Background: an optimization exercise with open tools, aiming at small area. Do not read the settings as production practice. Function was checked by simulation only, so behaviour that the tests miss may differ from the original. Power is estimated from default activity; no workload was simulated.

Design sift_front_top, start of the top module:
module sift_front_top (
    input  wire logic clk_100mhz,
    input  wire logic sys_rst,
    input  wire logic uart_rxd_i,
    input  wire logic send_req_i,
    output logic      uart_txd_o,
    output logic      frame_loaded_o,
    output logic      pyramid_done_o,
    output logic      busy_o
);
export LEC_CHECK = 0
export CAP_MARGIN = 20
export CORE_MARGIN = 2
export CORE_UTILIZATION = 50
export CTS_BUF_LIST = sky130_fd_sc_hd__clkbuf_8
export CTS_CLUSTER_DIAMETER = 100
export CTS_CLUSTER_SIZE = 30
export SLEW_MARGIN = 20
create_clock -name core_clock -period 10.0 [get_ports {clk_100mhz}]
standard.sh (not shown) runs the stock make flow with config.mk's settings and CLKGATE_MAP_FILE= SYNTH_SCRIPT=/design/flow/synth_recipe.tcl, a recipe that flattens the netlist after the stock synthesis.
==> flow/flow/run.sh <==
#!/bin/bash
# Standard layout, with clock tree synthesis told not to add dummy loads.
set -euo pipefail
export CTS_ARGS="-repair_clock_nets -dont_use_dummy_load -buf_list sky130_fd_sc_hd__clkbuf_16 -distance_between_buffers 500 -branching_point_buffers_distance 500"
bash standard.sh > standard.log 2>&1
==> next run, changes <==
==> flow/flow/run.sh (replaced) <==
#!/bin/bash
# Standard layout, with clock tree synthesis told not to add dummy loads.
set -euo pipefail
export CTS_ARGS="-sink_clustering_enable -repair_clock_nets -dont_use_dummy_load -buf_list sky130_fd_sc_hd__clkbuf_8 -sink_clustering_size 44 -sink_clustering_max_diameter 500 -sink_clustering_levels 1"
bash standard.sh > standard.log 2>&1
Combinational power barely changes.
Power fell by about 12%.
Worst setup slack is worse by 0.017 ns.
Die area stays the same.
==> next run, changes <==
==> flow/flow/run.sh (replaced) <==
#!/bin/bash
# Standard layout, with clock tree synthesis told not to add dummy loads.
set -euo pipefail
export CTS_ARGS="-sink_clustering_enable -repair_clock_nets -dont_use_dummy_load -buf_list sky130_fd_sc_hd__clkbuf_8 -sink_clustering_size 30 -sink_clustering_max_diameter 100"
bash standard.sh > standard.log 2>&1
First-iteration DRC count does not change.
Flip-flop and latch count stays the same.
Sequential power is about the same.
Hold slack is unchanged.
Setup slack does not change.
Via count does not change.
Power is unchanged.
Cell count is unchanged.
==> next run, changes <==
==> flow/run.sh (new file) <==
#!/bin/bash
# synth_recipe.tcl (not shown) runs the flow's synth.tcl, then flattens the netlist and writes it again
# the make line also repeats each setting of config.mk as NAME=value (left out here)
make -C /OpenROAD-flow-scripts/flow DESIGN_CONFIG=/design/flow/config.mk WORK_HOME=/design/flow/orfs CLKGATE_MAP_FILE= SYNTH_SCRIPT=/design/flow/synth_recipe.tcl finish
removed: flow/flow/run.sh
removed: flow/standard.sh
Effect: The new run completed without violations. Synthesized cell count is unchanged. Register-to-register slack stays flat. Flip-flop and latch count does not change. Final cell count came out higher by 2.6%. Clock-buffer cell count stays the same. Routed wire length climbs by 2.1%.

* * *

## exp/violet
sift_front_top, a different RTL version from the one above (not shown whole).
Size: ~530 cells after synthesis, roughly 180 flip-flops, ~8 I/O pins, roughly 0.0060 mm^2 of cells after synthesis.
Design sift_front_top, start of the top module:
module sift_front_top (
    input  wire logic clk_100mhz,
    input  wire logic sys_rst,
    input  wire logic uart_rxd_i,
    input  wire logic send_req_i,
    output logic      uart_txd_o,
    output logic      frame_loaded_o,
    output logic      pyramid_done_o,
    output logic      busy_o
);
    localparam logic [3:0] R_STOP = 4'd8, R_WAIT = 4'd9;
    logic       rxd_meta, rxd_sync;
    logic [3:0] rph;
    logic [5:0] rbaud;
    logic [7:0] rsh;
    logic       rx_ok;       
    logic       rx_data;
    assign rx_data = !rph[3];
    assign rx_ok   = (rph == R_STOP) && (rbaud == 6'd49) && rxd_sync;
    always_ff @(posedge clk_100mhz) begin
        if (sys_rst) begin
            rxd_meta <= 1'b1;
            rxd_sync <= 1'b1;
            rph      <= R_WAIT;
            rbaud    <= '0;
        end else begin
            rxd_meta <= uart_rxd_i;
            rxd_sync <= rxd_meta;
            if (rph == R_WAIT) begin
                if (rbaud == 6'd25) begin
                    rbaud <= '0;
                    if (!rxd_sync) rph <= 4'd0;
                end else if (rbaud != '0 || !rxd_sync) begin
                    rbaud <= rbaud + 1'b1;
                end
            end else if (rbaud == 6'd49) begin
                rbaud <= '0;
                rph   <= (rph == R_STOP) ? R_WAIT : rph + 1'b1;
            end else begin
                rbaud <= rbaud + 1'b1;
            end
        end
    end
    always_ff @(posedge clk_100mhz) begin
        if (rx_data && rbaud == 6'd49) rsh <= {rxd_sync, rsh[7:1]};
    end
    logic [7:0] ring [16];
    logic [3:0] ext;         
  ...
Settings: LEC_CHECK=0, CAP_MARGIN=20, CORE_MARGIN=2, CORE_UTILIZATION=40, CTS_BUF_LIST=sky130_fd_sc_hd__clkbuf_8 sky130_fd_sc_hd__clkbuf_16, CTS_CLUSTER_DIAMETER=100, CTS_CLUSTER_SIZE=50, SLEW_MARGIN=20; clock period 10.0 ns.
run.sh (not shown) runs the stock make flow with config.mk's settings and CLKGATE_MAP_FILE= SYNTH_SCRIPT=/design/flow/synth_recipe.tcl, a recipe that flattens the netlist after the stock synthesis.
Stock flow here: none of the scripts above is used.
Inputs modified between exp/violet and exp/fjord:
diff --git a/flow/config.mk b/flow/config.mk
--- a/flow/config.mk
+++ b/flow/config.mk
@@ -10,5 +10,4 @@
 export CORE_UTILIZATION = 40
-export CTS_BUF_LIST = sky130_fd_sc_hd__clkbuf_8 sky130_fd_sc_hd__clkbuf_16
-export CTS_CLUSTER_DIAMETER = 100
-export CTS_CLUSTER_SIZE = 50
+export CTS_BUF_LIST = sky130_fd_sc_hd__clkbuf_8
+export CTS_CLUSTER_SIZE = 30
 export SLEW_MARGIN = 20
==> comparison <==
Cell-internal power (exp/fjord over exp/violet): decrease, about 12%. Number of nets in the synthesized netlist essentially unchanged between exp/fjord and exp/violet. exp/fjord vs. exp/violet: global router's overall resource usage down 0.19 points, count of fill cells added during filler insertion up 1.1%, fraction of power spent switching nets up 1.5 points. What exp/fjord reported for power consumption has to be multiplied by 1.11 to get the figure for exp/violet.
Changes in exp/amber relative to exp/fjord:
diff --git a/flow/config.mk b/flow/config.mk
--- a/flow/config.mk
+++ b/flow/config.mk
@@ -10,4 +10,2 @@
 export CORE_UTILIZATION = 40
-export CTS_BUF_LIST = sky130_fd_sc_hd__clkbuf_8
-export CTS_CLUSTER_SIZE = 30
 export SLEW_MARGIN = 20
==> comparison <==
exp/fjord: full flow OK, the timing, DRC and antenna checks passed. exp/amber ran to completion and came out clean on the timing, DRC and antenna checks. As of exp/amber, routed wire length had risen slightly compared to exp/fjord. In the flow results for exp/amber and exp/fjord, the maximum vdd ir drop is smaller on exp/fjord. exp/amber ended up with a higher sum of met2 wire segment lengths after detailed routing than exp/fjord did. Note that the areal power density over the cells recorded for exp/fjord amounts to 0.928 times the value seen in exp/amber. exp/fjord → exp/amber: met1 wire length fell by about 0.9%; final critical-path share of the clock period fell by 0.37 points. Final cell area: exp/amber above exp/fjord. Overall via count from detail_route: exp/amber vs exp/fjord, no meaningful difference. Global routing usage on met1 across exp/amber and exp/fjord: no real change. Fill cell total of the finished layout (higher): exp/fjord.

[static timing again, ports no longer ideal]
No port has a modelled driver above. Below, the same layouts with a new extraction and two added sets of constraints. Step 1, drivers: a clkbuf_16 drives clk_100mhz and a buf_2 each remaining input, both assumed. Step 2 times the ports against the registers' clock, not the clock port: input delays grow and output delays shrink by t, the midpoint of the rising clock arrivals with the driver on. a / b / c = ideal ports / drivers / drivers and shift; a / b = the first two.
run	shift t [ns]	setup WS [ns]	clock arrival spread, ns	worst register clock-pin slew, ns	cell pins on the clock port's net
the first run of note 1	0.446	5.687 / 5.649 / 6.031	0.032 / 0.031	0.07 / 0.07	1
the second run of note 1	0.460	5.670 / 5.635 / 6.008	0.043 / 0.042	0.10 / 0.10	1
the third run of note 1	0.460	5.670 / 5.635 / 6.008	0.043 / 0.042	0.10 / 0.10	1
the fourth run of note 1	0.467	5.652 / 5.618 / 6.012	0.017 / 0.017	0.10 / 0.10	1
exp/violet	0.461	5.184 / 5.142 / 5.603	0.019 / 0.019	0.07 / 0.07	1
exp/fjord	0.468	5.142 / 5.108 / 5.576	0.012 / 0.012	0.09 / 0.09	1
exp/amber	0.460	5.179 / 5.137 / 5.597	0.018 / 0.019	0.07 / 0.07	1
After both steps setup and hold are still met in every run listed.
